This is an optimization exercise on Yosys and OpenROAD, whose aim is small area and a short achievable clock period, not a production implementation. The RTL was checked by simulation tests, not by an equivalence proof against the original design. No activity file was given, so power comes from the tool's default toggle rates.

==> build 81: inputs <==
## psum_buffer_top
module psum_buffer_top (
  input  logic        CLK,
  input  logic        RESETN,
  input  psum_buf_pkg::acc_params_t acc_params,
  input  psum_buf_pkg::psum_word_t  output_base_addr,
  input  psum_buf_pkg::psum_word_t  mem_ctrl,
  input  logic        act_valid,
  input  psum_buf_pkg::psum_word_t  m_axi_rdata,
  input  logic        m_axi_rvalid_rready,
  input  logic        txn_done,
  input  logic        axi_error,
  output psum_buf_pkg::psum_word_t  pe_status,
  output psum_buf_pkg::psum_word_t  in_psum_out,
  output logic        in_psum_valid,
  output psum_buf_pkg::psum_word_t  m_ar_addr,
  output logic        init_axi_rd_txn
);
  localparam int MEM_BUFFER_PSUMS = 6;
  localparam int MEM_CLEAR_PSUMS  = 7;
  localparam int ST_PSUMS_BUFFERED = 0;
  localparam int ST_FEED_DONE      = 1;
  localparam int ST_PSUM_ERROR     = 16;
  logic       rst_n;
  logic       buffer_req;
  logic       clear_req;
  logic       psums_buffered;
  logic       buffer_error;
  logic       feed_done;
  logic       fifo_pop;
  logic       fifo_empty;
  ...
==> module psum_fifo, before the edit <==
module psum_fifo (
  input  logic       CLK,
  input  logic       rst_n,
  input  logic       pop,
  output psum_buf_pkg::psum_word_t pop_data,
  output logic       empty,
  input  logic       fill_wr_en,
  input  psum_buf_pkg::psum_word_t fill_wr_data,
  input  logic       fill_clear,
  output logic       fill_full
);
  localparam int AW = $clog2(64);
  localparam int DEPTH = 64;
  localparam logic [AW:0] DEPTH_CNT = 64;
  logic [DEPTH-1:0][32-1:0] mem;
  logic [7:0]    wr_lo;
  logic [7:0]    wr_hi;
  logic [7:0]    rd_lo;
  logic [7:0]    rd_hi;
  logic [AW:0]   count;
  logic [AW:0]   count_next;
  logic          full_q;
  logic          empty_q;
  logic          do_wr;
  logic          do_rd;
  assign fill_full = full_q;
  assign empty     = empty_q;
  assign do_wr     = fill_wr_en & ~full_q;
  assign do_rd     = pop & ~empty_q;
  logic [7:0] we_hi;
  assign we_hi = {8{do_wr}} & wr_hi;
  always_ff @(posedge CLK) begin
    for (int i = 0; i < DEPTH; i++) begin
      if (we_hi[i / 8] && wr_lo[i % 8]) begin
        mem[i] <= fill_wr_data;
      end
    end
  end
  always_comb begin
    psum_buf_pkg::psum_word_t grp;
    pop_data = '0;
    for (int g = 0; g < 8; g++) begin
      grp = '0;
      for (int j = 0; j < 8; j++) begin
        grp = grp | ({32{rd_lo[j]}} & mem[8 * g + j]);
      end
      pop_data = pop_data | ({32{rd_hi[g]}} & grp);
    end
  end
  always_comb begin
    count_next = count;
    case ({do_wr, do_rd})
      2'b10: count_next = count + 1'b1;
      2'b01: count_next = count - 1'b1;
      default: ;
    endcase
  end
  always_ff @(posedge CLK) begin
    if (!rst_n || fill_clear) begin
      wr_lo   <= 8'd1;
      wr_hi   <= 8'd1;
      rd_lo   <= 8'd1;
      rd_hi   <= 8'd1;
      count   <= '0;
      full_q  <= 1'b0;
      empty_q <= 1'b1;
    end else begin
      if (do_wr) begin
        wr_lo <= {wr_lo[6:0], wr_lo[7]};
        if (wr_lo[7]) begin
          wr_hi <= {wr_hi[6:0], wr_hi[7]};
        end
      end
      if (do_rd) begin
        rd_lo <= {rd_lo[6:0], rd_lo[7]};
        if (rd_lo[7]) begin
          rd_hi <= {rd_hi[6:0], rd_hi[7]};
        end
      end
      count   <= count_next;
      case ({do_wr, do_rd})
        2'b10: begin
          full_q  <= (count == DEPTH_CNT - 1'b1);
          empty_q <= 1'b0;
        end
        2'b01: begin
          full_q  <= 1'b0;
          empty_q <= (count == 7'd1);
        end
        default: ;
      endcase
    end
  end
endmodule
Settings: LEC_CHECK=0, CAP_MARGIN=20, CORE_MARGIN=2, CORE_UTILIZATION=40, SETUP_SLACK_MARGIN=2.0, SLEW_MARGIN=20; clock period 4.5 ns.
run.sh (not shown) runs the stock make flow with config.mk's settings and CLKGATE_MAP_FILE= SYNTH_SCRIPT=/design/flow/synth_recipe.tcl, a recipe that flattens the netlist after the stock synthesis.
==> trial 84 (differences from build 81) <==
--- a/flow/design.v
+++ b/flow/design.v
@@ -142,5 +142,5 @@
   assign do_rd     = pop & ~empty_q;
   logic [7:0] we_hi;
-  assign we_hi = {8{do_wr}} & wr_hi;
+  assign we_hi = {8{fill_wr_en & ~full_q}} & wr_hi;
   always_ff @(posedge CLK) begin
     for (int i = 0; i < DEPTH; i++) begin
@@ -161,9 +161,13 @@
     end
   end
+  logic [AW:0] count_inc;
+  logic [AW:0] count_dec;
+  assign count_inc = count + 1'b1;
+  assign count_dec = count - 1'b1;
   always_comb begin
     count_next = count;
     case ({do_wr, do_rd})
-      2'b10: count_next = count + 1'b1;
-      2'b01: count_next = count - 1'b1;
+      2'b10: count_next = count_inc;
+      2'b01: count_next = count_dec;
       default: ;
     endcase
==> flow/flow/run.sh (new file) <==
#!/bin/bash
set -euo pipefail
bash standard.sh "BUFFER_PORTS_ARGS=-buffer_cell sky130_fd_sc_hd__buf_4" finish > flow_make.log 2>&1
==> flow/standard.sh (new file) <==
#!/bin/bash
# synth_recipe.tcl (not shown) runs the flow's synth.tcl, then flattens the netlist and writes it again
# the make line also repeats each setting of config.mk as NAME=value (left out here)
make -C /OpenROAD-flow-scripts/flow DESIGN_CONFIG=/design/flow/config.mk WORK_HOME=/design/flow/orfs CLKGATE_MAP_FILE= SYNTH_SCRIPT=/design/flow/synth_recipe.tcl "${@:-finish}"
Settings changed: CORE_UTILIZATION 40 to 60, CTS_CLUSTER_DIAMETER set to 100, CTS_CLUSTER_SIZE set to 25, SETUP_SLACK_MARGIN 2.0 to 2.4.
removed: flow/run.sh
==> build 47 (differences from build 81) <==
--- a/flow/design.v
+++ b/flow/design.v
@@ -129,6 +129,5 @@
   logic [7:0]    wr_lo;
   logic [7:0]    wr_hi;
-  logic [7:0]    rd_lo;
-  logic [7:0]    rd_hi;
+  logic [DEPTH-1:0] rd_sel;
   logic [AW:0]   count;
   logic [AW:0]   count_next;
@@ -142,5 +141,5 @@
   assign do_rd     = pop & ~empty_q;
   logic [7:0] we_hi;
-  assign we_hi = {8{do_wr}} & wr_hi;
+  assign we_hi = {8{fill_wr_en & ~full_q}} & wr_hi;
   always_ff @(posedge CLK) begin
     for (int i = 0; i < DEPTH; i++) begin
@@ -151,19 +150,18 @@
   end
   always_comb begin
-    psum_buf_pkg::psum_word_t grp;
     pop_data = '0;
-    for (int g = 0; g < 8; g++) begin
-      grp = '0;
-      for (int j = 0; j < 8; j++) begin
-        grp = grp | ({32{rd_lo[j]}} & mem[8 * g + j]);
-      end
-      pop_data = pop_data | ({32{rd_hi[g]}} & grp);
+    for (int i = 0; i < DEPTH; i++) begin
+      pop_data = pop_data | ({32{rd_sel[i]}} & mem[i]);
     end
   end
+  logic [AW:0] count_inc;
+  logic [AW:0] count_dec;
+  assign count_inc = count + 1'b1;
+  assign count_dec = count - 1'b1;
   always_comb begin
     count_next = count;
     case ({do_wr, do_rd})
-      2'b10: count_next = count + 1'b1;
-      2'b01: count_next = count - 1'b1;
+      2'b10: count_next = count_inc;
+      2'b01: count_next = count_dec;
       default: ;
     endcase
@@ -173,6 +171,5 @@
       wr_lo   <= 8'd1;
       wr_hi   <= 8'd1;
-      rd_lo   <= 8'd1;
-      rd_hi   <= 8'd1;
+      rd_sel  <= DEPTH'(1);
       count   <= '0;
       full_q  <= 1'b0;
@@ -186,8 +183,5 @@
       end
       if (do_rd) begin
-        rd_lo <= {rd_lo[6:0], rd_lo[7]};
-        if (rd_lo[7]) begin
-          rd_hi <= {rd_hi[6:0], rd_hi[7]};
-        end
+        rd_sel <= {rd_sel[DEPTH-2:0], rd_sel[DEPTH-1]};
       end
       count   <= count_next;
==> flow/flow/run.sh (new file) <==
#!/bin/bash
set -euo pipefail
bash standard.sh "BUFFER_PORTS_ARGS=-buffer_cell sky130_fd_sc_hd__buf_4" MATCH_CELL_FOOTPRINT=0 finish > flow_make.log 2>&1
==> flow/standard.sh (new file) <==
#!/bin/bash
# synth_recipe.tcl (not shown) runs the flow's synth.tcl, then flattens the netlist and writes it again
# the make line also repeats each setting of config.mk as NAME=value (left out here)
make -C /OpenROAD-flow-scripts/flow DESIGN_CONFIG=/design/flow/config.mk WORK_HOME=/design/flow/orfs CLKGATE_MAP_FILE= SYNTH_SCRIPT=/design/flow/synth_recipe.tcl "${@:-finish}"
Settings changed: CORE_UTILIZATION 40 to 60.
removed: flow/run.sh
==> summary.md <==
| Metric | Value |
|---|---|
| Status | complete, no violations |
| Most frequent cells in the layout | 2,060 x edfxtp_1, 513 x a22o_1, 489 x a221oi_1 |
| Layout Area Growth over Synthesis | 14.21% |
| Fillers | 8,717 |
| Crit-path max FO | 18 |
| Area occupied by multi-input gates | 0.01359 mm² |
| Clk_skew | 0.03350 ns |
That was build 47.
==> summary.md <==
| Metric | Value |
|---|---|
| Status | complete, no violations |
| Crit-path max FO | 22 |
| Layout Area Growth over Synthesis | 17.35% |
| Clk_skew | 0.04197 ns |
| Most frequent cells in the layout | 2,060 x edfxtp_1, 1,108 x a22oi_1, 295 x nand4_1 |
| Area occupied by multi-input gates | around 0.013 mm² |
That was build 81.
==> summary.md <==
| Metric | Value |
|---|---|
| Status | complete, no violations |
| Most frequent cells in the layout | 2,060 x edfxtp_1, 1,059 x a22oi_1, 292 x nand4_1 |
| Uppermost routed layer | met5 |
| Pins over their slew limit | 0 |
| Clk_skew | 0.05051 ns |
| Layout Area Growth over Synthesis | 14.22% |
| Sw power | about 0.0065 W |
| Fillers | 8,488 |
| Critical path depth | 7 |
That was trial 84.

* * *

==> inputs of quartz <==
==> flow/design.v <==
package psum_buf_pkg;
  typedef logic [32-1:0] psum_word_t;
  typedef struct packed {
    logic        rsvd_31;
    logic        start;
    logic        soft_reset;
    logic [12:0] rsvd_28_16;
    logic [3:0]  tile_size;
    logic [7:0]  rsvd_11_4;
    logic [3:0]  filter_r;
  } acc_params_t;
  typedef enum logic [1:0] {
    IDLE_BUFFER,
    ISSUE_RD,
    WAIT_RD,
    BUFFER_DONE
  } rd_state_e;
  typedef enum logic [0:0] {
    FEED_IDLE,
    FEEDING
  } feed_state_e;
endpackage
`timescale 1ns/1ns
module burst_reader (
  input  logic        CLK,
  input  logic        rst_n,
  input  logic        buffer_req,
  input  logic        clear_req,
  input  psum_buf_pkg::psum_word_t  base_addr,
  input  psum_buf_pkg::psum_word_t  m_axi_rdata,
  input  logic        m_axi_rvalid_rready,
  input  logic        txn_done,
  input  logic        axi_error,
  output psum_buf_pkg::psum_word_t  m_ar_addr,
  output logic        init_axi_rd_txn,
  output logic        psums_buffered,
  output logic        buffer_error,
  output logic        fill_wr_en,
  output psum_buf_pkg::psum_word_t  fill_wr_data,
  output logic        fill_clear,
  input  logic        fill_full
);
  localparam int BURST_STEP = 16 * 4;
  localparam int CNT_W = $clog2(3 + 1);
  localparam logic [CNT_W-1:0] LAST_CNT = 3;
  logic             st_idle;
  logic             st_issue;
  logic             st_wait;
  logic             st_done;
  logic             buffer_req_q;
  logic             clear_req_q;
  logic             buffer_pulse;
  logic [CNT_W-1:0] burst_cnt;
  logic             last_burst;
  always_ff @(posedge CLK) begin
    if (!rst_n) begin
      buffer_req_q <= 1'b0;
      clear_req_q  <= 1'b0;
    end else begin
      buffer_req_q <= buffer_req;
      clear_req_q  <= clear_req;
    end
  end
  assign buffer_pulse = buffer_req & ~buffer_req_q;
  assign fill_clear   = clear_req & ~clear_req_q;
  assign fill_wr_en   = st_wait & m_axi_rvalid_rready;
  assign fill_wr_data = m_axi_rdata;
  assign last_burst = (burst_cnt == LAST_CNT);
  always_ff @(posedge CLK) begin
    if (st_idle && buffer_pulse) begin
      burst_cnt <= '0;
    end else if (st_issue) begin
      burst_cnt <= burst_cnt + 1'b1;
    end
  end
  always_ff @(posedge CLK) begin
    if (!rst_n) begin
      st_idle         <= 1'b1;
      st_issue        <= 1'b0;
      st_wait         <= 1'b0;
      st_done         <= 1'b0;
      init_axi_rd_txn <= 1'b0;
      m_ar_addr       <= 32'h4000_0000;
      psums_buffered  <= 1'b0;
      buffer_error    <= 1'b0;
    end else begin
      st_idle         <= (st_idle & ~buffer_pulse) | st_done;
      st_issue        <= (st_idle & buffer_pulse) | (st_wait & txn_done & ~last_burst);
      st_wait         <= st_issue | (st_wait & ~txn_done);
      st_done         <= st_wait & txn_done & last_burst;
      init_axi_rd_txn <= st_issue;
      if (st_idle && buffer_pulse) begin
        psums_buffered <= 1'b0;
        buffer_error   <= 1'b0;
      end
      if (st_issue) begin
        m_ar_addr <= base_addr + psum_buf_pkg::psum_word_t'(burst_cnt * BURST_STEP);
      end
      if (st_wait) begin
        if ((m_axi_rvalid_rready && fill_full) || (txn_done && axi_error)) begin
          buffer_error <= 1'b1;
        end
        if (txn_done && last_burst) begin
          psums_buffered <= 1'b1;
        end
      end
      if (st_done) begin
        m_ar_addr <= 32'h4000_0000;
      end
    end
  end
endmodule
`timescale 1ns/1ns
module psum_fifo (
  input  logic       CLK,
  input  logic       rst_n,
  input  logic       pop,
  output psum_buf_pkg::psum_word_t pop_data,
  output logic       empty,
  input  logic       fill_wr_en,
  input  psum_buf_pkg::psum_word_t fill_wr_data,
  input  logic       fill_clear,
  output logic       fill_full
);
  localparam int AW = $clog2(64);
  localparam int DEPTH = 64;
  localparam logic [AW:0] DEPTH_CNT = 64;
  logic [DEPTH-1:0][32-1:0] mem;
  logic [7:0]    wr_lo;
  logic [7:0]    wr_hi;
  logic [7:0]    rd_lo;
  logic [7:0]    rd_hi;
  logic [AW:0]   count;
  logic [AW:0]   count_next;
  logic          full_q;
  logic          empty_q;
  logic          do_wr;
  logic          do_rd;
  assign fill_full = full_q;
  assign empty     = empty_q;
  assign do_wr     = fill_wr_en & ~full_q;
  assign do_rd     = pop & ~empty_q;
  logic [7:0] we_hi;
  assign we_hi = {8{fill_wr_en & ~full_q}} & wr_hi;
  always_ff @(posedge CLK) begin
    for (int i = 0; i < DEPTH; i++) begin
      if (we_hi[i / 8] && wr_lo[i % 8]) begin
        mem[i] <= fill_wr_data;
      end
    end
  end
  always_comb begin
    psum_buf_pkg::psum_word_t grp;
    pop_data = '0;
    for (int g = 0; g < 8; g++) begin
      grp = '0;
      for (int j = 0; j < 8; j++) begin
        grp = grp | ({32{rd_lo[j]}} & mem[8 * g + j]);
      end
      pop_data = pop_data | ({32{rd_hi[g]}} & grp);
    end
  end
  logic [AW:0] count_inc;
  logic [AW:0] count_dec;
  assign count_inc = count + 1'b1;
  assign count_dec = count - 1'b1;
  always_comb begin
    count_next = count;
    case ({do_wr, do_rd})
      2'b10: count_next = count_inc;
      2'b01: count_next = count_dec;
      default: ;
    endcase
  end
  always_ff @(posedge CLK) begin
    if (!rst_n || fill_clear) begin
      wr_lo   <= 8'd1;
      wr_hi   <= 8'd1;
      rd_lo   <= 8'd1;
      rd_hi   <= 8'd1;
      count   <= '0;
      full_q  <= 1'b0;
      empty_q <= 1'b1;
    end else begin
      if (do_wr) begin
        wr_lo <= {wr_lo[6:0], wr_lo[7]};
        if (wr_lo[7]) begin
          wr_hi <= {wr_hi[6:0], wr_hi[7]};
        end
      end
      if (do_rd) begin
        rd_lo <= {rd_lo[6:0], rd_lo[7]};
        if (rd_lo[7]) begin
          rd_hi <= {rd_hi[6:0], rd_hi[7]};
        end
      end
      count   <= count_next;
      case ({do_wr, do_rd})
        2'b10: begin
          full_q  <= (count == DEPTH_CNT - 1'b1);
          empty_q <= 1'b0;
        end
        2'b01: begin
          full_q  <= 1'b0;
          empty_q <= (count == 7'd1);
        end
        default: ;
      endcase
    end
  end
endmodule
`timescale 1ns/1ns
module psum_feeder (
  input  logic       CLK,
  input  logic       rst_n,
  input  logic       start,
  input  logic [3:0] tile_size,
  input  logic [3:0] param_r,
  input  logic       act_valid,
  input  psum_buf_pkg::psum_word_t pop_data,
  input  logic       empty,
  output logic       pop,
  output psum_buf_pkg::psum_word_t in_psum_out,
  output logic       in_psum_valid,
  output logic       feed_done
);
  psum_buf_pkg::feed_state_e state;
  logic        start_q;
  logic        start_pulse;
  logic        zero_tile;
  logic [3:0]  r_left;
  logic [3:0]  t_left;
  logic [3:0]  r_load;
  logic        last_r;
  logic        last_word;
  assign start_pulse = start & ~start_q;
  assign zero_tile   = (tile_size == 4'd0) | (param_r == 4'd0);
  assign last_r      = (r_left == 4'd1);
  assign last_word   = last_r & (t_left == 4'd1);
  assign pop = (state == psum_buf_pkg::FEEDING) & act_valid & ~empty;
  always_ff @(posedge CLK) begin
    in_psum_out <= pop_data;
  end
  always_ff @(posedge CLK) begin
    if (state == psum_buf_pkg::FEED_IDLE) begin
      if (start_pulse) begin
        r_left <= param_r;
        t_left <= tile_size;
        r_load <= param_r;
      end
    end else if (pop) begin
      if (last_r) begin
        r_left <= r_load;
        t_left <= t_left - 4'd1;
      end else begin
        r_left <= r_left - 4'd1;
      end
    end
  end
  always_ff @(posedge CLK) begin
    if (!rst_n) begin
      state         <= psum_buf_pkg::FEED_IDLE;
      start_q       <= 1'b0;
      in_psum_valid <= 1'b0;
      feed_done     <= 1'b0;
    end else begin
      start_q       <= start;
      in_psum_valid <= pop;
      case (state)
        psum_buf_pkg::FEED_IDLE: begin
          if (start_pulse) begin
            if (zero_tile) begin
              feed_done <= 1'b1;
            end else begin
              feed_done <= 1'b0;
              state     <= psum_buf_pkg::FEEDING;
            end
          end
        end
        psum_buf_pkg::FEEDING: begin
          if (pop && last_word) begin
            feed_done <= 1'b1;
            state     <= psum_buf_pkg::FEED_IDLE;
          end
        end
        default: state <= psum_buf_pkg::FEED_IDLE;
      endcase
    end
  end
endmodule
`timescale 1ns/1ns
module psum_buffer_top (
  input  logic        CLK,
  input  logic        RESETN,
  input  psum_buf_pkg::acc_params_t acc_params,
  input  psum_buf_pkg::psum_word_t  output_base_addr,
  input  psum_buf_pkg::psum_word_t  mem_ctrl,
  input  logic        act_valid,
  input  psum_buf_pkg::psum_word_t  m_axi_rdata,
  input  logic        m_axi_rvalid_rready,
  input  logic        txn_done,
  input  logic        axi_error,
  output psum_buf_pkg::psum_word_t  pe_status,
  output psum_buf_pkg::psum_word_t  in_psum_out,
  output logic        in_psum_valid,
  output psum_buf_pkg::psum_word_t  m_ar_addr,
  output logic        init_axi_rd_txn
);
  localparam int MEM_BUFFER_PSUMS = 6;
  localparam int MEM_CLEAR_PSUMS  = 7;
  localparam int ST_PSUMS_BUFFERED = 0;
  localparam int ST_FEED_DONE      = 1;
  localparam int ST_PSUM_ERROR     = 16;
  logic       rst_n;
  logic       buffer_req;
  logic       clear_req;
  logic       psums_buffered;
  logic       buffer_error;
  logic       feed_done;
  logic       fifo_pop;
  logic       fifo_empty;
  psum_buf_pkg::psum_word_t fifo_pop_data;
  logic       fill_wr_en;
  psum_buf_pkg::psum_word_t fill_wr_data;
  logic       fill_clear;
  logic       fill_full;
  assign rst_n      = RESETN & ~acc_params.soft_reset;
  assign buffer_req = mem_ctrl[MEM_BUFFER_PSUMS];
  assign clear_req  = mem_ctrl[MEM_CLEAR_PSUMS];
  always_comb begin
    pe_status                    = '0;
    pe_status[ST_PSUMS_BUFFERED] = psums_buffered;
    pe_status[ST_FEED_DONE]      = feed_done;
    pe_status[ST_PSUM_ERROR]     = buffer_error;
  end
  burst_reader u_burst_reader (
    .CLK                 (CLK),
    .rst_n               (rst_n),
    .buffer_req          (buffer_req),
    .clear_req           (clear_req),
    .base_addr           (output_base_addr),
    .m_axi_rdata         (m_axi_rdata),
    .m_axi_rvalid_rready (m_axi_rvalid_rready),
    .txn_done            (txn_done),
    .axi_error           (axi_error),
    .m_ar_addr           (m_ar_addr),
    .init_axi_rd_txn     (init_axi_rd_txn),
    .psums_buffered      (psums_buffered),
    .buffer_error        (buffer_error),
    .fill_wr_en          (fill_wr_en),
    .fill_wr_data        (fill_wr_data),
    .fill_clear          (fill_clear),
    .fill_full           (fill_full)
  );
  psum_fifo u_psum_fifo (
    .CLK      (CLK),
    .rst_n    (rst_n),
    .pop      (fifo_pop),
    .pop_data (fifo_pop_data),
    .empty    (fifo_empty),
    .fill_wr_en   (fill_wr_en),
    .fill_wr_data (fill_wr_data),
    .fill_clear   (fill_clear),
    .fill_full    (fill_full)
  );
  psum_feeder u_psum_feeder (
    .CLK           (CLK),
    .rst_n         (rst_n),
    .start         (acc_params.start),
    .tile_size     (acc_params.tile_size),
    .param_r       (acc_params.filter_r),
    .act_valid     (act_valid),
    .pop_data      (fifo_pop_data),
    .empty         (fifo_empty),
    .pop           (fifo_pop),
    .in_psum_out   (in_psum_out),
    .in_psum_valid (in_psum_valid),
    .feed_done     (feed_done)
  );
endmodule
==> flow/flow/run.sh <==
#!/bin/bash
set -euo pipefail
bash standard.sh "BUFFER_PORTS_ARGS=-buffer_cell sky130_fd_sc_hd__buf_4" finish > flow_make.log 2>&1
==> flow/standard.sh <==
#!/bin/bash
# synth_recipe.tcl (not shown) runs the flow's synth.tcl, then flattens the netlist and writes it again
# the make line also repeats each setting of config.mk as NAME=value (left out here)
make -C /OpenROAD-flow-scripts/flow DESIGN_CONFIG=/design/flow/config.mk WORK_HOME=/design/flow/orfs CLKGATE_MAP_FILE= SYNTH_SCRIPT=/design/flow/synth_recipe.tcl "${@:-finish}"
==> flow/config.mk <==
export PLATFORM = sky130hd
export DESIGN_NAME = psum_buffer_top
export DESIGN_NICKNAME = psum_buffer_top
export VERILOG_FILES = /design/flow/design.v
export SDC_FILE = /design/flow/constraint.sdc
export NUM_CORES = 4
export LEC_CHECK = 0
export CAP_MARGIN = 20
export CORE_MARGIN = 2
export CORE_UTILIZATION = 60
export CTS_CLUSTER_DIAMETER = 100
export CTS_CLUSTER_SIZE = 25
export SETUP_SLACK_MARGIN = 2.3
export SLEW_MARGIN = 20
==> flow/constraint.sdc <==
create_clock -name core_clock -period 4.5 [get_ports {CLK}]
set_input_delay 0.9000 -clock core_clock [delete_from_list [all_inputs] [get_ports {CLK}]]
set_output_delay 0.9000 -clock core_clock [all_outputs]
set_load 0.01 [all_outputs]
==> amber: changes against quartz <==
--- a/flow/design.v
+++ b/flow/design.v
@@ -36,6 +36,7 @@
   output logic        psums_buffered,
   output logic        buffer_error,
   output logic        fill_wr_en,
+  output logic        fill_wait_next,
   output psum_buf_pkg::psum_word_t  fill_wr_data,
   output logic        fill_clear,
   input  logic        fill_full
@@ -65,7 +66,21 @@
   assign fill_clear   = clear_req & ~clear_req_q;
   assign fill_wr_en   = st_wait & m_axi_rvalid_rready;
   assign fill_wr_data = m_axi_rdata;
+  assign fill_wait_next = rst_n & (st_issue | (st_wait & ~txn_done));
   assign last_burst = (burst_cnt == LAST_CNT);
+  localparam int STEP_LSB = $clog2(BURST_STEP);
+  psum_buf_pkg::psum_word_t burst_addr;
+  logic [32-1:STEP_LSB]   base_inc1;
+  logic [32-1:STEP_LSB+1] base_inc2;
+  assign base_inc1 = base_addr[32-1:STEP_LSB] + 1'b1;
+  assign base_inc2 = base_addr[32-1:STEP_LSB+1] + 1'b1;
+  always_comb begin
+    case (burst_cnt)
+      2'd1:    burst_addr = {base_inc1, base_addr[STEP_LSB-1:0]};
+      2'd2:    burst_addr = {base_inc2, base_addr[STEP_LSB:0]};
+      default: burst_addr = base_addr;
+    endcase
+  end
   always_ff @(posedge CLK) begin
     if (st_idle && buffer_pulse) begin
       burst_cnt <= '0;
@@ -86,7 +101,7 @@
     end else begin
       st_idle         <= (st_idle & ~buffer_pulse) | st_done;
       st_issue        <= (st_idle & buffer_pulse) | (st_wait & txn_done & ~last_burst);
-      st_wait         <= st_issue | (st_wait & ~txn_done);
+      st_wait         <= fill_wait_next;
       st_done         <= st_wait & txn_done & last_burst;
       init_axi_rd_txn <= st_issue;
       if (st_idle && buffer_pulse) begin
@@ -94,7 +109,7 @@
         buffer_error   <= 1'b0;
       end
       if (st_issue) begin
-        m_ar_addr <= base_addr + psum_buf_pkg::psum_word_t'(burst_cnt * BURST_STEP);
+        m_ar_addr <= burst_addr;
       end
       if (st_wait) begin
         if ((m_axi_rvalid_rready && fill_full) || (txn_done && axi_error)) begin
@@ -117,7 +132,8 @@
   input  logic       pop,
   output psum_buf_pkg::psum_word_t pop_data,
   output logic       empty,
-  input  logic       fill_wr_en,
+  input  logic       fill_beat,
+  input  logic       fill_wait_next,
   input  psum_buf_pkg::psum_word_t fill_wr_data,
   input  logic       fill_clear,
   output logic       fill_full
@@ -125,37 +141,43 @@
   localparam int AW = $clog2(64);
   localparam int DEPTH = 64;
   localparam logic [AW:0] DEPTH_CNT = 64;
+  localparam int NCOPY = 4;
   logic [DEPTH-1:0][32-1:0] mem;
   logic [7:0]    wr_lo;
   logic [7:0]    wr_hi;
-  logic [7:0]    rd_lo;
+  logic [7:0]    wr_hi_next;
+  logic          wr_arm;
+  logic          wr_arm_next;
+  logic [7:0]    arm_hi;
+  logic [NCOPY-1:0][7:0] rd_lo_cp;
   logic [7:0]    rd_hi;
   logic [AW:0]   count;
   logic [AW:0]   count_next;
   logic          full_q;
+  logic          full_next;
   logic          empty_q;
   logic          do_wr;
   logic          do_rd;
   assign fill_full = full_q;
   assign empty     = empty_q;
-  assign do_wr     = fill_wr_en & ~full_q;
+  assign do_wr     = fill_beat & wr_arm;
   assign do_rd     = pop & ~empty_q;
-  logic [7:0] we_hi;
-  assign we_hi = {8{fill_wr_en & ~full_q}} & wr_hi;
   always_ff @(posedge CLK) begin
     for (int i = 0; i < DEPTH; i++) begin
-      if (we_hi[i / 8] && wr_lo[i % 8]) begin
+      if (fill_beat && arm_hi[i / 8] && wr_lo[i % 8]) begin
         mem[i] <= fill_wr_data;
       end
     end
   end
   always_comb begin
     psum_buf_pkg::psum_word_t grp;
+    logic [7:0] sel_lo;
     pop_data = '0;
     for (int g = 0; g < 8; g++) begin
       grp = '0;
       for (int j = 0; j < 8; j++) begin
-        grp = grp | ({32{rd_lo[j]}} & mem[8 * g + j]);
+        sel_lo = rd_lo_cp[g % NCOPY];
+        grp = grp | ({32{sel_lo[(j + g % NCOPY) % 8]}} & mem[8 * g + j]);
       end
       pop_data = pop_data | ({32{rd_hi[g]}} & grp);
     end
@@ -166,44 +188,63 @@
   assign count_dec = count - 1'b1;
   always_comb begin
     count_next = count;
+    full_next  = full_q;
     case ({do_wr, do_rd})
-      2'b10: count_next = count_inc;
-      2'b01: count_next = count_dec;
+      2'b10: begin
+        count_next = count_inc;
+        full_next  = (count == DEPTH_CNT - 1'b1);
+      end
+      2'b01: begin
+        count_next = count_dec;
+        full_next  = 1'b0;
+      end
       default: ;
     endcase
+    if (fill_clear) begin
+      full_next = 1'b0;
+    end
+  end
+  always_comb begin
+    wr_hi_next = wr_hi;
+    if (!rst_n || fill_clear) begin
+      wr_hi_next = 8'd1;
+    end else if (do_wr && wr_lo[7]) begin
+      wr_hi_next = {wr_hi[6:0], wr_hi[7]};
+    end
+  end
+  assign wr_arm_next = fill_wait_next & ~full_next;
+  always_ff @(posedge CLK) begin
+    wr_hi  <= wr_hi_next;
+    wr_arm <= wr_arm_next;
+    arm_hi <= {8{wr_arm_next}} & wr_hi_next;
   end
   always_ff @(posedge CLK) begin
     if (!rst_n || fill_clear) begin
-      wr_lo   <= 8'd1;
-      wr_hi   <= 8'd1;
-      rd_lo   <= 8'd1;
-      rd_hi   <= 8'd1;
-      count   <= '0;
-      full_q  <= 1'b0;
-      empty_q <= 1'b1;
+      wr_lo    <= 8'd1;
+      for (int c = 0; c < NCOPY; c++) begin
+        rd_lo_cp[c] <= 8'd1 << c;
+      end
+      rd_hi    <= 8'd1;
+      count    <= '0;
+      full_q   <= 1'b0;
+      empty_q  <= 1'b1;
     end else begin
       if (do_wr) begin
         wr_lo <= {wr_lo[6:0], wr_lo[7]};
-        if (wr_lo[7]) begin
-          wr_hi <= {wr_hi[6:0], wr_hi[7]};
-        end
       end
       if (do_rd) begin
-        rd_lo <= {rd_lo[6:0], rd_lo[7]};
-        if (rd_lo[7]) begin
+        for (int c = 0; c < NCOPY; c++) begin
+          rd_lo_cp[c] <= {rd_lo_cp[c][6:0], rd_lo_cp[c][7]};
+        end
+        if (rd_lo_cp[0][7]) begin
           rd_hi <= {rd_hi[6:0], rd_hi[7]};
         end
       end
       count   <= count_next;
+      full_q  <= full_next;
       case ({do_wr, do_rd})
-        2'b10: begin
-          full_q  <= (count == DEPTH_CNT - 1'b1);
-          empty_q <= 1'b0;
-        end
-        2'b01: begin
-          full_q  <= 1'b0;
-          empty_q <= (count == 7'd1);
-        end
+        2'b10: empty_q <= 1'b0;
+        2'b01: empty_q <= (count == 7'd1);
         default: ;
       endcase
     end
@@ -321,6 +362,7 @@
   logic       fifo_empty;
   psum_buf_pkg::psum_word_t fifo_pop_data;
   logic       fill_wr_en;
+  logic       fill_wait_next;
   psum_buf_pkg::psum_word_t fill_wr_data;
   logic       fill_clear;
   logic       fill_full;
@@ -348,6 +390,7 @@
     .psums_buffered      (psums_buffered),
     .buffer_error        (buffer_error),
     .fill_wr_en          (fill_wr_en),
+    .fill_wait_next      (fill_wait_next),
     .fill_wr_data        (fill_wr_data),
     .fill_clear          (fill_clear),
     .fill_full           (fill_full)
@@ -358,7 +401,8 @@
     .pop      (fifo_pop),
     .pop_data (fifo_pop_data),
     .empty    (fifo_empty),
-    .fill_wr_en   (fill_wr_en),
+    .fill_beat      (m_axi_rvalid_rready),
+    .fill_wait_next (fill_wait_next),
     .fill_wr_data (fill_wr_data),
     .fill_clear   (fill_clear),
     .fill_full    (fill_full)
SETUP_SLACK_MARGIN = 2.5   (was 2.3)
TNS_END_PERCENT = 0   (was unset)
==> indigo: changes against quartz <==
SETUP_SLACK_MARGIN = 2.5   (was 2.3)
TNS_END_PERCENT = 0   (was unset)
==> zinc: changes against quartz <==
--- a/flow/design.v
+++ b/flow/design.v
@@ -36,6 +36,7 @@
   output logic        psums_buffered,
   output logic        buffer_error,
   output logic        fill_wr_en,
+  output logic        fill_wait_next,
   output psum_buf_pkg::psum_word_t  fill_wr_data,
   output logic        fill_clear,
   input  logic        fill_full
@@ -65,7 +66,21 @@
   assign fill_clear   = clear_req & ~clear_req_q;
   assign fill_wr_en   = st_wait & m_axi_rvalid_rready;
   assign fill_wr_data = m_axi_rdata;
+  assign fill_wait_next = rst_n & (st_issue | (st_wait & ~txn_done));
   assign last_burst = (burst_cnt == LAST_CNT);
+  localparam int STEP_LSB = $clog2(BURST_STEP);
+  psum_buf_pkg::psum_word_t burst_addr;
+  logic [32-1:STEP_LSB]   base_inc1;
+  logic [32-1:STEP_LSB+1] base_inc2;
+  assign base_inc1 = base_addr[32-1:STEP_LSB] + 1'b1;
+  assign base_inc2 = base_addr[32-1:STEP_LSB+1] + 1'b1;
+  always_comb begin
+    case (burst_cnt)
+      2'd1:    burst_addr = {base_inc1, base_addr[STEP_LSB-1:0]};
+      2'd2:    burst_addr = {base_inc2, base_addr[STEP_LSB:0]};
+      default: burst_addr = base_addr;
+    endcase
+  end
   always_ff @(posedge CLK) begin
     if (st_idle && buffer_pulse) begin
       burst_cnt <= '0;
@@ -86,7 +101,7 @@
     end else begin
       st_idle         <= (st_idle & ~buffer_pulse) | st_done;
       st_issue        <= (st_idle & buffer_pulse) | (st_wait & txn_done & ~last_burst);
-      st_wait         <= st_issue | (st_wait & ~txn_done);
+      st_wait         <= fill_wait_next;
       st_done         <= st_wait & txn_done & last_burst;
       init_axi_rd_txn <= st_issue;
       if (st_idle && buffer_pulse) begin
@@ -94,7 +109,7 @@
         buffer_error   <= 1'b0;
       end
       if (st_issue) begin
-        m_ar_addr <= base_addr + psum_buf_pkg::psum_word_t'(burst_cnt * BURST_STEP);
+        m_ar_addr <= burst_addr;
       end
       if (st_wait) begin
         if ((m_axi_rvalid_rready && fill_full) || (txn_done && axi_error)) begin
@@ -117,7 +132,8 @@
   input  logic       pop,
   output psum_buf_pkg::psum_word_t pop_data,
   output logic       empty,
-  input  logic       fill_wr_en,
+  input  logic       fill_beat,
+  input  logic       fill_wait_next,
   input  psum_buf_pkg::psum_word_t fill_wr_data,
   input  logic       fill_clear,
   output logic       fill_full
@@ -125,37 +141,43 @@
   localparam int AW = $clog2(64);
   localparam int DEPTH = 64;
   localparam logic [AW:0] DEPTH_CNT = 64;
+  localparam int NCOPY = 1;
   logic [DEPTH-1:0][32-1:0] mem;
   logic [7:0]    wr_lo;
   logic [7:0]    wr_hi;
-  logic [7:0]    rd_lo;
+  logic [7:0]    wr_hi_next;
+  logic          wr_arm;
+  logic          wr_arm_next;
+  logic [7:0]    arm_hi;
+  logic [NCOPY-1:0][7:0] rd_lo_cp;
   logic [7:0]    rd_hi;
   logic [AW:0]   count;
   logic [AW:0]   count_next;
   logic          full_q;
+  logic          full_next;
   logic          empty_q;
   logic          do_wr;
   logic          do_rd;
   assign fill_full = full_q;
   assign empty     = empty_q;
-  assign do_wr     = fill_wr_en & ~full_q;
+  assign do_wr     = fill_beat & wr_arm;
   assign do_rd     = pop & ~empty_q;
-  logic [7:0] we_hi;
-  assign we_hi = {8{fill_wr_en & ~full_q}} & wr_hi;
   always_ff @(posedge CLK) begin
     for (int i = 0; i < DEPTH; i++) begin
-      if (we_hi[i / 8] && wr_lo[i % 8]) begin
+      if (fill_beat && arm_hi[i / 8] && wr_lo[i % 8]) begin
         mem[i] <= fill_wr_data;
       end
     end
   end
   always_comb begin
     psum_buf_pkg::psum_word_t grp;
+    logic [7:0] sel_lo;
     pop_data = '0;
     for (int g = 0; g < 8; g++) begin
       grp = '0;
       for (int j = 0; j < 8; j++) begin
-        grp = grp | ({32{rd_lo[j]}} & mem[8 * g + j]);
+        sel_lo = rd_lo_cp[g % NCOPY];
+        grp = grp | ({32{sel_lo[(j + g % NCOPY) % 8]}} & mem[8 * g + j]);
       end
       pop_data = pop_data | ({32{rd_hi[g]}} & grp);
     end
@@ -166,44 +188,63 @@
   assign count_dec = count - 1'b1;
   always_comb begin
     count_next = count;
+    full_next  = full_q;
     case ({do_wr, do_rd})
-      2'b10: count_next = count_inc;
-      2'b01: count_next = count_dec;
+      2'b10: begin
+        count_next = count_inc;
+        full_next  = (count == DEPTH_CNT - 1'b1);
+      end
+      2'b01: begin
+        count_next = count_dec;
+        full_next  = 1'b0;
+      end
       default: ;
     endcase
+    if (fill_clear) begin
+      full_next = 1'b0;
+    end
+  end
+  always_comb begin
+    wr_hi_next = wr_hi;
+    if (!rst_n || fill_clear) begin
+      wr_hi_next = 8'd1;
+    end else if (do_wr && wr_lo[7]) begin
+      wr_hi_next = {wr_hi[6:0], wr_hi[7]};
+    end
+  end
+  assign wr_arm_next = fill_wait_next & ~full_next;
+  always_ff @(posedge CLK) begin
+    wr_hi  <= wr_hi_next;
+    wr_arm <= wr_arm_next;
+    arm_hi <= {8{wr_arm_next}} & wr_hi_next;
   end
   always_ff @(posedge CLK) begin
     if (!rst_n || fill_clear) begin
-      wr_lo   <= 8'd1;
-      wr_hi   <= 8'd1;
-      rd_lo   <= 8'd1;
-      rd_hi   <= 8'd1;
-      count   <= '0;
-      full_q  <= 1'b0;
-      empty_q <= 1'b1;
+      wr_lo    <= 8'd1;
+      for (int c = 0; c < NCOPY; c++) begin
+        rd_lo_cp[c] <= 8'd1 << c;
+      end
+      rd_hi    <= 8'd1;
+      count    <= '0;
+      full_q   <= 1'b0;
+      empty_q  <= 1'b1;
     end else begin
       if (do_wr) begin
         wr_lo <= {wr_lo[6:0], wr_lo[7]};
-        if (wr_lo[7]) begin
-          wr_hi <= {wr_hi[6:0], wr_hi[7]};
-        end
       end
       if (do_rd) begin
-        rd_lo <= {rd_lo[6:0], rd_lo[7]};
-        if (rd_lo[7]) begin
+        for (int c = 0; c < NCOPY; c++) begin
+          rd_lo_cp[c] <= {rd_lo_cp[c][6:0], rd_lo_cp[c][7]};
+        end
+        if (rd_lo_cp[0][7]) begin
           rd_hi <= {rd_hi[6:0], rd_hi[7]};
         end
       end
       count   <= count_next;
+      full_q  <= full_next;
       case ({do_wr, do_rd})
-        2'b10: begin
-          full_q  <= (count == DEPTH_CNT - 1'b1);
-          empty_q <= 1'b0;
-        end
-        2'b01: begin
-          full_q  <= 1'b0;
-          empty_q <= (count == 7'd1);
-        end
+        2'b10: empty_q <= 1'b0;
+        2'b01: empty_q <= (count == 7'd1);
         default: ;
       endcase
     end
@@ -321,6 +362,7 @@
   logic       fifo_empty;
   psum_buf_pkg::psum_word_t fifo_pop_data;
   logic       fill_wr_en;
+  logic       fill_wait_next;
   psum_buf_pkg::psum_word_t fill_wr_data;
   logic       fill_clear;
   logic       fill_full;
@@ -348,6 +390,7 @@
     .psums_buffered      (psums_buffered),
     .buffer_error        (buffer_error),
     .fill_wr_en          (fill_wr_en),
+    .fill_wait_next      (fill_wait_next),
     .fill_wr_data        (fill_wr_data),
     .fill_clear          (fill_clear),
     .fill_full           (fill_full)
@@ -358,7 +401,8 @@
     .pop      (fifo_pop),
     .pop_data (fifo_pop_data),
     .empty    (fifo_empty),
-    .fill_wr_en   (fill_wr_en),
+    .fill_beat      (m_axi_rvalid_rready),
+    .fill_wait_next (fill_wait_next),
     .fill_wr_data (fill_wr_data),
     .fill_clear   (fill_clear),
     .fill_full    (fill_full)
SETUP_SLACK_MARGIN = 2.4   (was 2.3)
==> comparison <==
- In sequential power, zinc and indigo hardly differ.
- Synthesized cell count is the same in indigo and quartz.
- Clock skew, lowest first: indigo, zinc, quartz, amber.
- Clock-buffer cell count: quartz > zinc > indigo > amber.
- Wire length: zinc is higher than amber (about 3%).
==> figures <==
| quantity | amber | zinc | indigo | quartz |
|---|---|---|---|---|
| Worst hold path endpoint | u_psum_feeder.r_load[2]$_DFFE_PP_ | u_psum_feeder.r_load[1]$_DFFE_PP_ | u_psum_feeder.r_load[1]$_DFFE_PP_ | u_psum_feeder.r_load[0]$_DFFE_PP_ |
| Area Overhead vs Synth | 9.113% | 10.47% | 12.36% | 10.96% |
| Register Area | 0.06505 mm² | 0.06461 mm² | 0.06431 mm² | 0.06436 mm² |
| Clock insertion delay at the later pin of the skew report | 0.77 ns | 0.75 ns | 0.75 ns | 0.77 ns |
| Clock tree skew after final layout | 0.04551 ns | 0.03894 ns | 0.02335 ns | 0.04325 ns |
| Outcome | finished clean | finished clean | finished clean | finished clean |
| Post-synthesis share of cell area spent on and, or, nand and nor gates | 4.604% | 4.404% | 4.004% | 4.004% |
| Routing usage on met3 | 8.570% | 6.491% | 7.568% | 7.884% |
| Mapped Avg Cell Area | 17.40 µm² | 17.62 µm² | 17.92 µm² | 17.92 µm² |
| Seq cells post-synth | 2213 | 2189 | 2180 | 2180 |
| RR Startpoint | u_psum_fifo.rd_lo_cp[1]$_SDFFE_PP0P_ | u_psum_fifo.rd_lo_cp[5]$_SDFFE_PP0P_ | u_psum_fifo.rd_lo[4]$_SDFFE_PP0P_ | u_psum_fifo.wr_lo[2]$_SDFFE_PP0P_ |

-- afterwards: timing with drivers on the ports --
No port has a modelled driver above. Below, the same layouts with a new extraction and two added sets of constraints.
Step 1: set_driving_cell puts a clkbuf_16 on CLK and a buf_2 on each other input, an assumption about the parent block.
Step 2 adds t to the input delays and takes it off the output delays; t is the mean of the earliest and latest rising clock arrival at the registers after step 1. Input paths then give back, and output paths get back, about the clock's delay inside the block.
a / b / c = ideal ports / drivers / drivers and shift; a / b = the first two.
| run | shift t [ns] | setup WS [ns] | worst register clock-pin slew, ns |
|---|---|---|---|
| build 81 | 0.949 | 1.913 / 1.914 / 1.012 | 0.07 / 0.07 |
| trial 84 | 0.831 | 2.187 / 2.187 / 1.718 | 0.11 / 0.11 |
| build 47 | 0.926 | 1.851 / 1.851 / 1.368 | 0.07 / 0.07 |
| quartz | 0.831 | 2.029 / 2.029 / 1.548 | 0.11 / 0.11 |
| amber | 0.834 | 1.973 / 1.973 / 1.489 | 0.11 / 0.11 |
| indigo | 0.823 | 1.915 / 1.915 / 1.610 | 0.11 / 0.11 |
| zinc | 0.821 | 2.239 / 2.159 / 1.697 | 0.11 / 0.11 |
After both steps setup and hold are still met in every run listed. The setup slack of build 81, which loses most, moves by +0.001 ns with the drivers and by -0.901 ns with both steps.
